Background: an optimization exercise with open tools, aiming at small area, a short achievable clock period and few clock cycles per item. Do not read the settings as production practice. In this exercise RTL edits were held to simulation tests only and were not proved equivalent to the original. No activity file was given, so power comes from the tool's default toggle rates.

--- flow/design.v ---
`default_nettype none
package colourPkg;
	localparam int AddrWidth = 18;
	localparam int DataWidth = 16;
	localparam int MemReadLatency = 2;      
	typedef logic [7:0] sample_t;
	typedef logic [AddrWidth-1:0] addr_t;
	typedef logic [DataWidth-1:0] word_t;
	localparam logic [8:0] CoefNear = 9'd159;
	localparam logic [8:0] CoefMid = 9'd52;
	localparam logic [8:0] CoefFar = 9'd21;
	localparam logic [17:0] CscY = 18'd76284;
	localparam logic [17:0] CscRv = 18'd104595;
	localparam logic [17:0] CscGu = 18'd25624;
	localparam logic [17:0] CscGv = 18'd53281;
	localparam logic [17:0] CscBu = 18'd132251;
	localparam sample_t LumaOffset = 8'd16;
	localparam sample_t ChromaOffset = 8'd128;
	localparam logic [3:0] RegCtrl = 4'h0;
	localparam logic [3:0] RegStatus = 4'h4;
	localparam logic [3:0] RegRows = 4'h8;
	function automatic sample_t clipSample(input logic signed [31:0] value);
		if (value < 0)
			clipSample = 8'd0;
		else if (value > 255)
			clipSample = 8'd255;
		else
			clipSample = value[7:0];
	endfunction
endpackage
`default_nettype wire
`timescale 1ns/1ps
`default_nettype none
module apbRegs (
	input logic CLOCK_50_I,
	input logic resetn,
	input logic [3:0] paddr,
	input logic psel,
	input logic penable,
	input logic pwrite,
	input logic [31:0] pwdata,
	output logic [31:0] prdata,
	output logic pready,
	output logic pslverr,
	output logic start,
	input logic frameDone,
	input logic rowDone,
	output logic busy
);
	logic done;
	logic [15:0] rowCnt;
	logic access;
	logic mapped;
	assign access = psel & penable;    
	assign mapped = (paddr == colourPkg::RegCtrl) | (paddr == colourPkg::RegStatus) | (paddr == colourPkg::RegRows);
	assign pready = 1'b1;
	assign pslverr = access & ~mapped;
	assign start = access & pwrite & (paddr == colourPkg::RegCtrl) & pwdata[0] & ~busy;
	always_comb begin
		case (paddr)
			colourPkg::RegStatus: prdata = {30'd0, done, busy};
			colourPkg::RegRows: prdata = {16'd0, rowCnt};
			default: prdata = 32'd0;
		endcase
	end
	always_ff @(posedge CLOCK_50_I or negedge resetn) begin
		if (!resetn) begin
			busy <= 1'b0;
			done <= 1'b0;
			rowCnt <= 16'd0;
		end else if (start) begin
			busy <= 1'b1;
			done <= 1'b0;
			rowCnt <= 16'd0;
		end else begin
			if (rowDone)
				rowCnt <= rowCnt + 16'd1;
			if (frameDone) begin
				busy <= 1'b0;
				done <= 1'b1;      
			end
		end
	end
endmodule
`default_nettype wire
`timescale 1ns/1ps
`default_nettype none
module frameSequencer #(
	parameter int ImageWidth = 16,
	parameter int ImageHeight = 4,
	parameter int UBase = 32,
	parameter int VBase = 48
) (
	input logic CLOCK_50_I,
	input logic resetn,
	input logic start,
	output logic memRdEn,
	output colourPkg::addr_t memRdAddr,
	input colourPkg::word_t memRdData,
	output logic uLoad,
	output logic vLoad,
	output logic shift,
	output logic pairValid,
	output logic pairRowLast,
	output colourPkg::sample_t [1:0] pairY
);
	localparam int PairsPerRow = ImageWidth / 2;
	localparam int ChromaWords = ImageWidth / 4;
	localparam int PrefetchWords = (ChromaWords < 3) ? ChromaWords : 3;
	localparam int PairW = $clog2(PairsPerRow);
	localparam int WordW = $clog2(ChromaWords + 1);
	localparam int RowW = $clog2(ImageHeight + 1);
	localparam logic [1:0] SIdle = 2'd0;
	localparam logic [1:0] SPrefetch = 2'd1;
	localparam logic [1:0] SPairs = 2'd2;
	localparam logic [1:0] TagNone = 2'd0;
	localparam logic [1:0] TagY = 2'd1;
	localparam logic [1:0] TagU = 2'd2;
	localparam logic [1:0] TagV = 2'd3;
	logic [1:0] state;
	logic [1:0] phase;                  
	logic [PairW-1:0] pairCnt;
	logic [RowW-1:0] rowCnt;
	logic [2:0] pfStep;
	logic [WordW-1:0] wordCnt;          
	colourPkg::addr_t yAddr, uAddr, vAddr;
	logic [1:0] issueTag;
	logic [2:0] issue;
	logic [2:0] tagPipe [colourPkg::MemReadLatency];
	logic [2:0] tagOut;
	logic lastPair;
	logic needWord;
	assign lastPair = pairCnt == PairW'(PairsPerRow - 1);
	assign needWord = pairCnt[0] && (wordCnt < WordW'(ChromaWords));
	always_comb begin
		issueTag = TagNone;
		memRdAddr = yAddr;
		if (state == SPrefetch) begin
			if (pfStep[0]) begin
				issueTag = TagV;
				memRdAddr = vAddr;
			end else begin
				issueTag = TagU;
				memRdAddr = uAddr;
			end
		end else if (state == SPairs) begin
			case (phase)
				2'd0: issueTag = TagY;
				2'd1: begin
					if (needWord) begin
						issueTag = TagU;
						memRdAddr = uAddr;
					end
				end
				2'd2: begin
					if (needWord) begin
						issueTag = TagV;
						memRdAddr = vAddr;
					end
				end
				default: issueTag = TagNone;
			endcase
		end
	end
	assign memRdEn = issueTag != TagNone;
	assign issue = {lastPair, issueTag};
	always_ff @(posedge CLOCK_50_I or negedge resetn) begin
		if (!resetn) begin
			state <= SIdle;
			phase <= 2'd0;
			pairCnt <= '0;
			rowCnt <= '0;
			pfStep <= 3'd0;
			wordCnt <= '0;
			yAddr <= '0;
			uAddr <= '0;
			vAddr <= '0;
		end else begin
			if (issueTag == TagY)
				yAddr <= yAddr + 1'b1;
			if (issueTag == TagU)
				uAddr <= uAddr + 1'b1;
			if (issueTag == TagV) begin
				vAddr <= vAddr + 1'b1;
				wordCnt <= wordCnt + 1'b1;
			end
			case (state)
				SIdle: begin
					if (start) begin
						state <= SPrefetch;
						yAddr <= '0;
						uAddr <= colourPkg::addr_t'(UBase);
						vAddr <= colourPkg::addr_t'(VBase);
						rowCnt <= '0;
						pfStep <= 3'd0;
						wordCnt <= '0;
					end
				end
				SPrefetch: begin
					pfStep <= pfStep + 3'd1;
					if (pfStep == 3'(2 * PrefetchWords - 1)) begin
						state <= SPairs;
						phase <= 2'd0;
						pairCnt <= '0;
					end
				end
				SPairs: begin
					phase <= phase + 2'd1;
					if (phase == 2'd3) begin
						pairCnt <= pairCnt + 1'b1;
						if (lastPair) begin
							pairCnt <= '0;
							pfStep <= 3'd0;
							wordCnt <= '0;
							rowCnt <= rowCnt + 1'b1;
							state <= (rowCnt == RowW'(ImageHeight - 1)) ? SIdle : SPrefetch;
						end
					end
				end
				default: state <= SIdle;
			endcase
		end
	end
	always_ff @(posedge CLOCK_50_I or negedge resetn) begin
		if (!resetn) begin
			for (int i = 0; i < colourPkg::MemReadLatency; i++)
				tagPipe[i] <= {1'b0, TagNone};
		end else begin
			tagPipe[0] <= issue;
			for (int i = 1; i < colourPkg::MemReadLatency; i++)
				tagPipe[i] <= tagPipe[i-1];
		end
	end
	assign tagOut = tagPipe[colourPkg::MemReadLatency-1];
	assign shift = tagOut[1:0] == TagY;
	assign uLoad = tagOut[1:0] == TagU;
	assign vLoad = tagOut[1:0] == TagV;
	always_ff @(posedge CLOCK_50_I or negedge resetn) begin
		if (!resetn) begin
			pairValid <= 1'b0;
			pairRowLast <= 1'b0;
		end else begin
			pairValid <= shift;
			pairRowLast <= shift & tagOut[2];
		end
	end
	always_ff @(posedge CLOCK_50_I) begin
		if (shift)
			pairY <= {memRdData[7:0], memRdData[15:8]};    
	end
endmodule
`default_nettype wire
`timescale 1ns/1ps
`default_nettype none
module chromaUpsampler (
	input logic CLOCK_50_I,
	input logic resetn,
	input logic load,
	input colourPkg::word_t word,
	input logic shift,
	input logic rowStart,
	output colourPkg::sample_t outEven,
	output colourPkg::sample_t outOdd
);
	colourPkg::sample_t win [6];           
	colourPkg::word_t holdWord;            
	logic [1:0] holdCnt;
	logic [1:0] fillCnt;        
	colourPkg::sample_t nextIn;
	colourPkg::sample_t evenReg;
	logic [17:0] posSum;
	logic [17:0] negSum;
	logic signed [18:0] acc;
	logic signed [31:0] rounded;
	always_comb begin
		case (holdCnt)
			2'd2: nextIn = holdWord[15:8];
			2'd1: nextIn = holdWord[7:0];
			default: nextIn = win[5];
		endcase
	end
	assign posSum = 18'(colourPkg::CoefFar) * (18'(win[0]) + 18'(win[5]))
		+ 18'(colourPkg::CoefNear) * (18'(win[2]) + 18'(win[3]));
	assign negSum = 18'(colourPkg::CoefMid) * (18'(win[1]) + 18'(win[4]));
	always_ff @(posedge CLOCK_50_I or negedge resetn) begin
		if (!resetn) begin
			fillCnt <= 2'd0;
			holdCnt <= 2'd0;
		end else if (rowStart) begin
			fillCnt <= 2'd0;
			holdCnt <= 2'd0;
		end else begin
			if (load && fillCnt != 2'd2)
				fillCnt <= fillCnt + 2'd1;
			if (load && fillCnt == 2'd2)
				holdCnt <= 2'd2;
			else if (shift && holdCnt != 2'd0)
				holdCnt <= holdCnt - 2'd1;
		end
	end
	always_ff @(posedge CLOCK_50_I) begin
		if (load && fillCnt == 2'd0) begin
			win[0] <= word[15:8];
			win[1] <= word[15:8];
			win[2] <= word[15:8];
			win[3] <= word[7:0];
			win[4] <= word[7:0];
			win[5] <= word[7:0];
		end else if (load && fillCnt == 2'd1) begin
			win[4] <= word[15:8];
			win[5] <= word[7:0];
		end else if (load) begin
			holdWord <= word;
		end
		if (shift) begin
			for (int i = 0; i < 5; i++)
				win[i] <= win[i+1];
			win[5] <= nextIn;
			acc <= $signed({1'b0, posSum}) - $signed({1'b0, negSum});
			evenReg <= win[2];
		end
	end
	assign rounded = (acc + 32'sd128) >>> 8;
	assign outEven = evenReg;
	assign outOdd = colourPkg::clipSample(rounded);
endmodule
`default_nettype wire
`timescale 1ns/1ps
`default_nettype none
module colourConverter (
	input logic CLOCK_50_I,
	input logic resetn,
	input logic yuvValid,
	input logic yuvRowLast,
	input colourPkg::sample_t [1:0] yuvY,
	input colourPkg::sample_t uEven,
	input colourPkg::sample_t uOdd,
	input colourPkg::sample_t vEven,
	input colourPkg::sample_t vOdd,
	output logic rgbValid,
	output logic rgbRowLast,
	output colourPkg::sample_t [1:0] rgbR,
	output colourPkg::sample_t [1:0] rgbG,
	output colourPkg::sample_t [1:0] rgbB
);
	logic signed [8:0] yOff [2];
	logic signed [8:0] uOff [2];
	logic signed [8:0] vOff [2];
	logic signed [31:0] yProd [2];
	logic signed [31:0] rvProd [2];
	logic signed [31:0] guProd [2];
	logic signed [31:0] gvProd [2];
	logic signed [31:0] buProd [2];
	logic signed [31:0] rSum [2];
	logic signed [31:0] gSum [2];
	logic signed [31:0] bSum [2];
	logic s1Valid, s2Valid;
	logic s1Last, s2Last;
	always_ff @(posedge CLOCK_50_I or negedge resetn) begin
		if (!resetn) begin
			s1Valid <= 1'b0;
			s2Valid <= 1'b0;
			rgbValid <= 1'b0;
			s1Last <= 1'b0;
			s2Last <= 1'b0;
			rgbRowLast <= 1'b0;
		end else begin
			s1Valid <= yuvValid;
			s2Valid <= s1Valid;
			rgbValid <= s2Valid;
			s1Last <= yuvValid & yuvRowLast;
			s2Last <= s1Last;
			rgbRowLast <= s2Last;
		end
	end
	always_ff @(posedge CLOCK_50_I) begin
		yOff[0] <= $signed({1'b0, yuvY[0]}) - $signed({1'b0, colourPkg::LumaOffset});
		yOff[1] <= $signed({1'b0, yuvY[1]}) - $signed({1'b0, colourPkg::LumaOffset});
		uOff[0] <= $signed({1'b0, uEven}) - $signed({1'b0, colourPkg::ChromaOffset});
		uOff[1] <= $signed({1'b0, uOdd}) - $signed({1'b0, colourPkg::ChromaOffset});
		vOff[0] <= $signed({1'b0, vEven}) - $signed({1'b0, colourPkg::ChromaOffset});
		vOff[1] <= $signed({1'b0, vOdd}) - $signed({1'b0, colourPkg::ChromaOffset});
		for (int i = 0; i < 2; i++) begin
			yProd[i] <= $signed({1'b0, colourPkg::CscY}) * yOff[i];
			rvProd[i] <= $signed({1'b0, colourPkg::CscRv}) * vOff[i];
			guProd[i] <= $signed({1'b0, colourPkg::CscGu}) * uOff[i];
			gvProd[i] <= $signed({1'b0, colourPkg::CscGv}) * vOff[i];
			buProd[i] <= $signed({1'b0, colourPkg::CscBu}) * uOff[i];
			rgbR[i] <= colourPkg::clipSample(rSum[i] >>> 16);
			rgbG[i] <= colourPkg::clipSample(gSum[i] >>> 16);
			rgbB[i] <= colourPkg::clipSample(bSum[i] >>> 16);
		end
	end
	always_comb begin
		for (int i = 0; i < 2; i++) begin
			rSum[i] = yProd[i] + rvProd[i];
			gSum[i] = yProd[i] - guProd[i] - gvProd[i];
			bSum[i] = yProd[i] + buProd[i];
		end
	end
endmodule
`default_nettype wire
`timescale 1ns/1ps
`default_nettype none
module rgbWriter #(
	parameter int RgbBase = 96,
	parameter int ImageHeight = 4
) (
	input logic CLOCK_50_I,
	input logic resetn,
	input logic start,
	input logic rgbValid,
	input logic rgbRowLast,
	input colourPkg::sample_t [1:0] rgbR,
	input colourPkg::sample_t [1:0] rgbG,
	input colourPkg::sample_t [1:0] rgbB,
	output logic memWrEn,
	output colourPkg::addr_t memWrAddr,
	output colourPkg::word_t memWrData,
	output logic rowDone,
	output logic frameDone
);
	localparam int RowW = $clog2(ImageHeight + 1);
	colourPkg::sample_t [1:0] rHeld, gHeld, bHeld;
	logic heldLast;
	logic [1:0] phase;              
	logic [RowW-1:0] rowCnt;
	assign memWrEn = phase != 2'd0;
	always_comb begin
		case (phase)
			2'd1: memWrData = {rHeld[0], gHeld[0]};
			2'd2: memWrData = {bHeld[0], rHeld[1]};
			default: memWrData = {gHeld[1], bHeld[1]};
		endcase
	end
	always_ff @(posedge CLOCK_50_I) begin
		if (rgbValid) begin
			rHeld <= rgbR;
			gHeld <= rgbG;
			bHeld <= rgbB;
			heldLast <= rgbRowLast;
		end
	end
	always_ff @(posedge CLOCK_50_I or negedge resetn) begin
		if (!resetn) begin
			phase <= 2'd0;
			memWrAddr <= colourPkg::addr_t'(RgbBase);
			rowCnt <= '0;
			rowDone <= 1'b0;
			frameDone <= 1'b0;
		end else begin
			rowDone <= 1'b0;
			frameDone <= 1'b0;
			if (rgbValid)
				phase <= 2'd1;
			else if (phase != 2'd0)
				phase <= phase + 2'd1;      
			if (memWrEn)
				memWrAddr <= memWrAddr + 1'b1;
			if (phase == 2'd3 && heldLast) begin
				rowDone <= 1'b1;
				if (rowCnt == RowW'(ImageHeight - 1)) begin
					frameDone <= 1'b1;
					rowCnt <= '0;
				end else begin
					rowCnt <= rowCnt + 1'b1;
				end
			end
			if (start) begin
				memWrAddr <= colourPkg::addr_t'(RgbBase);
				rowCnt <= '0;
			end
		end
	end
endmodule
`default_nettype wire
`timescale 1ns/1ps
`default_nettype none
module colourTop #(
	parameter int ImageWidth = 320,     
	parameter int ImageHeight = 240
) (
	input logic CLOCK_50_I,
	input logic resetn,
	input logic [3:0] paddr,
	input logic psel,
	input logic penable,
	input logic pwrite,
	input logic [31:0] pwdata,
	output logic [31:0] prdata,
	output logic pready,
	output logic pslverr,
	output logic memRdEn,
	output colourPkg::addr_t memRdAddr,
	input colourPkg::word_t memRdData,
	output logic memWrEn,
	output colourPkg::addr_t memWrAddr,
	output colourPkg::word_t memWrData
);
	localparam int PixelCount = ImageWidth * ImageHeight;
	localparam int UBase = PixelCount / 2;
	localparam int VBase = UBase + PixelCount / 4;
	localparam int RgbBase = VBase + PixelCount / 4;
	logic start;
	logic busy;
	logic rowDone;
	logic frameDone;
	logic uLoad;
	logic vLoad;
	logic shift;
	logic yuvValid;
	logic yuvRowLast;
	colourPkg::sample_t [1:0] yuvY;
	colourPkg::sample_t uEven, uOdd;
	colourPkg::sample_t vEven, vOdd;
	logic rgbValid;
	logic rgbRowLast;
	colourPkg::sample_t [1:0] rgbR, rgbG, rgbB;
	apbRegs regs (
		.CLOCK_50_I(CLOCK_50_I),
		.resetn(resetn),
		.paddr(paddr),
		.psel(psel),
		.penable(penable),
		.pwrite(pwrite),
		.pwdata(pwdata),
		.prdata(prdata),
		.pready(pready),
		.pslverr(pslverr),
		.start(start),
		.frameDone(frameDone),
		.rowDone(rowDone),
		.busy(busy)
	);
	frameSequencer #(
		.ImageWidth(ImageWidth),
		.ImageHeight(ImageHeight),
		.UBase(UBase),
		.VBase(VBase)
	) seq (
		.CLOCK_50_I(CLOCK_50_I),
		.resetn(resetn),
		.start(start),
		.memRdEn(memRdEn),
		.memRdAddr(memRdAddr),
		.memRdData(memRdData),
		.uLoad(uLoad),
		.vLoad(vLoad),
		.shift(shift),
		.pairValid(yuvValid),
		.pairRowLast(yuvRowLast),
		.pairY(yuvY)
	);
	chromaUpsampler uUps (
		.CLOCK_50_I(CLOCK_50_I),
		.resetn(resetn),
		.load(uLoad),
		.word(memRdData),
		.shift(shift),
		.rowStart(yuvValid & yuvRowLast),
		.outEven(uEven),
		.outOdd(uOdd)
	);
	chromaUpsampler vUps (
		.CLOCK_50_I(CLOCK_50_I),
		.resetn(resetn),
		.load(vLoad),
		.word(memRdData),
		.shift(shift),
		.rowStart(yuvValid & yuvRowLast),
		.outEven(vEven),
		.outOdd(vOdd)
	);
	colourConverter csc (
		.CLOCK_50_I(CLOCK_50_I),
		.resetn(resetn),
		.yuvValid(yuvValid),
		.yuvRowLast(yuvRowLast),
		.yuvY(yuvY),
		.uEven(uEven),
		.uOdd(uOdd),
		.vEven(vEven),
		.vOdd(vOdd),
		.rgbValid(rgbValid),
		.rgbRowLast(rgbRowLast),
		.rgbR(rgbR),
		.rgbG(rgbG),
		.rgbB(rgbB)
	);
	rgbWriter #(
		.RgbBase(RgbBase),
		.ImageHeight(ImageHeight)
	) writer (
		.CLOCK_50_I(CLOCK_50_I),
		.resetn(resetn),
		.start(start),
		.rgbValid(rgbValid),
		.rgbRowLast(rgbRowLast),
		.rgbR(rgbR),
		.rgbG(rgbG),
		.rgbB(rgbB),
		.memWrEn(memWrEn),
		.memWrAddr(memWrAddr),
		.memWrData(memWrData),
		.rowDone(rowDone),
		.frameDone(frameDone)
	);
endmodule
`default_nettype wire
--- flow/run.sh ---
#!/bin/bash
# synth_recipe.tcl (not shown) runs the flow's synth.tcl, then flattens the netlist and writes it again
# the make line also repeats each setting of config.mk as NAME=value (left out here)
make -C /OpenROAD-flow-scripts/flow DESIGN_CONFIG=/design/flow/config.mk WORK_HOME=/design/flow/orfs CLKGATE_MAP_FILE= SYNTH_SCRIPT=/design/flow/synth_recipe.tcl finish
--- flow/config.mk ---
export PLATFORM = sky130hd
export DESIGN_NAME = colourTop
export DESIGN_NICKNAME = colourTop
export VERILOG_FILES = /design/flow/design.v
export SDC_FILE = /design/flow/constraint.sdc
export NUM_CORES = 4
export LEC_CHECK = 0
export CAP_MARGIN = 20
export CORE_MARGIN = 2
export CORE_UTILIZATION = 40
export PLACE_DENSITY = 0.6
export SLEW_MARGIN = 20
--- flow/constraint.sdc ---
create_clock -name core_clock -period 9.0 [get_ports {CLOCK_50_I}]
set_input_delay 1.8000 -clock core_clock [delete_from_list [all_inputs] [get_ports {CLOCK_50_I}]]
set_output_delay 1.8000 -clock core_clock [all_outputs]
set_load 0.01 [all_outputs]
==> flow_metrics.py <==
metrics = {
    "outcome": {
        "status": "no timing/DRC/antenna violations",
    },
    "global_route": {
        "first_pass_grt_wire_length_mm": 214,
        "grt_max_degree": 93,
        "grt_util_all_layers": 0.175,
        "grt_antenna_before_repair": 2,
        "via_count_of_the_first_global_routing_pass": 40400,
        "grt_overflow": 0,
    },
    "routing": {
        "dr_wl_met2_mm": 62.2,
        "route.detailed.vias_per_inst": 5.08,
        "antenna_left": 0,
        "number_of_iterations_in_the_first_detailed_routing_pass": 5,
        "route.detailed.drc": 0,
        "initialDrtViolationCount": 2214,
        "totalWireLength_mm": 132,
        "wl_per_cell_microns": 16.6,
        "routed-via-count": 40500,
        "routed.top_layer": "met4",
        "wl_met3_mm": 4.48,
        "m1WireLength_mm": 63.0,
    },
    "cells_and_area": {
        "final_area_sq_um": 65600,
        "register_area_sq_um": 17700,
        "layout.nets": 7527,
        "multi_input_area_sq_um": 38000,
        "antennaDiodeCount": 0,
        "post_route_cells_drive_above_1_share": 0.0405,
        "layout.filler_cells": 13900,
        "synthToLayoutAreaGrowth_pct": 10.5,
    },
    "pwr": {
        "power.switching_mw": 1.62,
        "netSwitchingFraction": 0.221,
        "p_per_area_nw_per_um2": 112,
        "cellInternalPower_mw": 5.70,
        "leakage_power_summed_over_all_cells_nw": 32.3,
        "pwr-share-comb": 0.019,
        "clock_power_share": 0.497,
        "pwr-share-seq": 0.483,
        "ir_worst_vdd_mv": 0.143,
    },
    "setup_path": {
        "cp_max_fo": 5,
        "timing_worst_setup_path_type": "flip-flop to flip-flop",
        "crit_required_ns": 9.46,
        "regToRegSetupSlack_ns": 0.65,
        "crit_path_end_kind": "flip-flop",
        "timing.rr.end": "vUps.acc[17]$_DFFE_PP_",
        "path_common_cell": "sky130_fd_sc_hd__fa_1",
        "critPathSlowestCell": "sky130_fd_sc_hd__fa_1",
        "max_incr_delay_on_cp_ns": 0.54,
        "r2r.worst_path.cells": 30,
        "reg2reg_from": "vUps.win[2][0]$_DFFE_PP_",
        "arrival_ns": 8.81,
        "crit_buf_inv": 4,
        "cp_top_family": "adder cells",
        "worst_setup_path_start_kind": "flip-flop",
    },
    "place": {
        "routabilityCongestion": 0.853,
        "buffer_ports.inserted": 96,
        "dp_hpwl_mm": 106,
        "detailedPlace.worstSlack_ns": 0.614,
        "postPlaceCellArea_sq_um": 62600,
    },
    "hold_path": {
        "hold_end": "csc.uOff[0][5]$_DFF_P_",
        "holdCritPathClass": "flip-flop to flip-flop",
        "whs_path_depth": 0,
        "min_delay_src": "uUps.evenReg[5]$_DFFE_PP_",
    },
    "logic_synthesis": {
        "avgSynthCellArea_sq_um": 10.2,
        "synth.ff_latch_count": 731,
        "top_flip_flop_cell_by_instance_count_after_synthesis": "sky130_fd_sc_hd__dfxtp_1",
        "synth_warnings": 18,
        "synthesis.instances": 5842,
        "yosys.cell_types.count": 103,
        "mappedNetlistArea_sq_um": 59400,
        "synth_enable_flop_cells": 233,
        "sequential_fraction_of_the_synthesis_area": 0.299,
        "asyncSetResetFlopFracSynth": 0.211,
    },
    "timing": {
        "worstMarginPinSlew_ns": 1.03,
        "max_freq_mhz": 120,
        "fin_ws_ns": 0.647,
        "min_period_over_period": 0.928,
        "final.setup_skew_ns": 0.0500,
        "tns_ns": 0,
        "timing.final.crit_period_ns": 8.35,
        "final-hold-violation-count": 0,
        "finalSetupViolCount": 0,
        "grt_setup_unrepaired": "no",
        "slew-limit-headroom": 0.314,
        "final_max_slew_violation_count": 0,
    },
    "cts": {
        "clock_path_buffers": 3,
        "cts.repair.resized": 0,
        "worstSkewPairLatency_ns": 0.71,
        "cts_root_buffer_type": "sky130_fd_sc_hd__clkbuf_16",
        "cts.hold.buffers_added": 0,
        "number_of_clock_sinks": 731,
        "h-tree-depth": 3,
        "cts_buffer_count": 85,
        "postCtsSetupBuffers": 0,
        "cts.reportedPaths.clkPinSlew_ns": 0.07,
        "cts_tree": "done",
    },
    "die": {
        "dieArea_sq_um": 152000,
        "rows": 141,
        "die-width_microns": 389,
        "ioPinCount": 145,
        "initial_util": 0.402,
        "floorplan.core_area_sq_um": 148000,
        "die_height_microns": 389,
    },
    "flow_run": {
        "maxCapViolCount": 0,
    },
}
## final cells by class
cell class,instances,area share
clock buffer,111,0.0361
clock inverter,48,0.00967
inverter,891,0.0510
multi-input combinational,4146,0.579
sequential,731,0.270
tap,1930,0.0368
timing repair buffer,118,0.0172
## cell usage after synthesis (18+ instances only)
cell type                  instances  area, sq um
sky130_fd_sc_hd__xnor2_1         253         2220
sky130_fd_sc_hd__mux2i_1          57          571
sky130_fd_sc_hd__a21oi_1         374         1870
sky130_fd_sc_hd__nand2b_1         49          307
sky130_fd_sc_hd__a221oi_1         23          201
sky130_fd_sc_hd__a211oi_1         34          255
sky130_fd_sc_hd__and2_1           34          213
sky130_fd_sc_hd__xor2_1          144         1260
sky130_fd_sc_hd__a21o_1          151         1130
sky130_fd_sc_hd__inv_1           890         3340
sky130_fd_sc_hd__nand3_1          90          450
sky130_fd_sc_hd__o21a_1           54          405
sky130_fd_sc_hd__or3_1            51          319
sky130_fd_sc_hd__dfrtp_1         150         3750
sky130_fd_sc_hd__clkbuf_1         57          214
sky130_fd_sc_hd__fa_1            350         7010
sky130_fd_sc_hd__nor2_1          327         1230
sky130_fd_sc_hd__dfxtp_1         344         6890
sky130_fd_sc_hd__and3_1           48          300
sky130_fd_sc_hd__nand2_1         244          916
sky130_fd_sc_hd__o211ai_1         18          135
sky130_fd_sc_hd__ha_1           1147        14400
sky130_fd_sc_hd__o21ai_0         148          741
sky130_fd_sc_hd__o21bai_1         54          405
sky130_fd_sc_hd__nor3_1           79          395
sky130_fd_sc_hd__nor2b_1          51          319
sky130_fd_sc_hd__buf_4            20          150
sky130_fd_sc_hd__edfxtp_1        233         7000
sky130_fd_sc_hd__or2_2            21          131
sky130_fd_sc_hd__a22oi_1          22          165
sky130_fd_sc_hd__a22o_1           20          175
sky130_fd_sc_hd__nand4_1          35          219
sky130_fd_sc_hd__o21ai_1          32          160
## state kept, by name (all words and copies together) (netlist names), 18 cells and up
name	cells
csc.rvProd	52
vUps.win	48
csc.guProd	38
csc.gvProd	50
writer.memWrAddr	18
csc.yOff	18
csc.buProd	56
uUps.win	48
seq.vAddr	18
csc.yProd	50
seq.yAddr	18
seq.uAddr	18
## worst max path at each step
stage	startpoint	cells after the start	slack (ns)	end
global route	vUps.win[3][0]$_DFFE_PP_	31	0.08	vUps.acc[17]$_DFFE_PP_
detailed placement	vUps.win[2][0]$_DFFE_PP_	30	0.61	vUps.acc[17]$_DFFE_PP_
CTS	vUps.win[2][0]$_DFFE_PP_	30	0.61	vUps.acc[17]$_DFFE_PP_
global placement	vUps.win[2][0]$_DFFE_PP_	30	0.74	vUps.acc[17]$_DFFE_PP_
floorplan	vUps.win[2][0]$_DFFE_PP_	30	1.53	vUps.acc[17]$_DFFE_PP_
finish	vUps.win[2][0]$_DFFE_PP_	30	0.65	vUps.acc[17]$_DFFE_PP_
## power by group through the flow
stage	logic, mW	clock network, mW	registers [mW]
3_5_place_dp	0.144	0	3.61
4_1_cts	0.145	3.75	3.54
2_1_floorplan	0.0581	0	3.59
3_3_place_gp	0.142	0	3.61
5_1_grt	0.155	3.87	3.55
6_report	0.142	3.64	3.54
## cells by family (layout without fill, tap and decap cells)
logic type / Yosys count / count (layout) / synth area share
fa+ha+maj: 1497 / 1497 / 0.360
compound gates: 1100 / 1100 / 0.122
simple gates: 1077 / 1077 / 0.0877
buf+inv: 980 / 1168 / 0.0634
flops: 731 / 731 / 0.299
xor+xnor: 397 / 397 / 0.0585
mux: 58 / 58 / 0.00984
other cells: 2 / 17 / 0.000126
## metal layers
metal / up-vias / GRT usage
met5: - / 0
met2: 532 / 0.296
met4: 0 / 0.0390
met1: 19500 / 0.240
li1: 20300 / -
met3: 144 / 0.0212
## cells in the final DEF (no fill, tap or decap), drive strengths merged, types with 25 or more instances in the layout
| cell type | netlist | routed |
|---|---|---|
| o21a | 54 | 54 |
| xnor2 | 253 | 253 |
| and3 | 48 | 48 |
| or3 | 52 | 52 |
| nand2b | 49 | 49 |
| dfxtp | 344 | 344 |
| clkdlybuf4s50 | 0 | 95 |
| a221oi | 25 | 25 |
| xor2 | 144 | 144 |
| clkinv | 1 | 28 |
| nor3 | 82 | 82 |
| dfrtp | 150 | 150 |
| nor2b | 51 | 51 |
| inv | 890 | 896 |
| nor2 | 328 | 328 |
| o21bai | 54 | 54 |
| fa | 350 | 350 |
| mux2i | 58 | 58 |
| nand4 | 37 | 37 |
| edfxtp | 233 | 233 |
| and2 | 34 | 34 |
| ha | 1147 | 1147 |
| nand3 | 92 | 92 |
| a21o | 151 | 151 |
| a21oi | 379 | 379 |
| clkbuf | 57 | 111 |
| a211oi | 35 | 35 |
| o21ai | 182 | 182 |
| nand2 | 244 | 244 |
## stage by stage
| step | std cells | util | power (mW) | hold slack, ns |
|---|---|---|---|---|
| 6_report | 7975 | 0.444 | 7.33 | 0.332 |
| 5_1_grt | 7975 | 0.444 | 7.57 | 0.345 |
| 4_1_cts | 7975 | 0.444 | 7.44 | 0.334 |
| 3_5_place_dp | 7816 | 0.424 | 3.75 | 0.328 |
| 3_3_place_gp | 7816 | 0.424 | 3.75 | 0.325 |
| 2_1_floorplan | 5857 | - | 3.65 | 0.323 |
Testbench counts, summed over its fixed seeds: cycles 1,240,400, frames 8.

==> port drivers added, routing unchanged <==
No port has a modelled driver above. Below, the same layout with a new extraction and two added sets of constraints. Step 1, drivers: a clkbuf_16 drives CLOCK_50_I and a buf_2 each remaining input, both assumed. Step 2, shift: input delay + t, output delay - t, t = (earliest + latest rising clock arrival at the registers) / 2. This alone moves slack from input paths to output paths. Slacks: ideal / step 1 / step 2; pairs: ideal / step 1.
t, ns: 0.762
setup slack, ns: 0.647 / 0.647 / 0.647
slew at the worst register clock pin (ns): 0.07 / 0.07
worst slew at a driven data input, ns: 0.04
After both steps this run still meets setup and hold. The setup slack of this run moves by 0.000 ns with the drivers and by 0.000 ns with both steps.
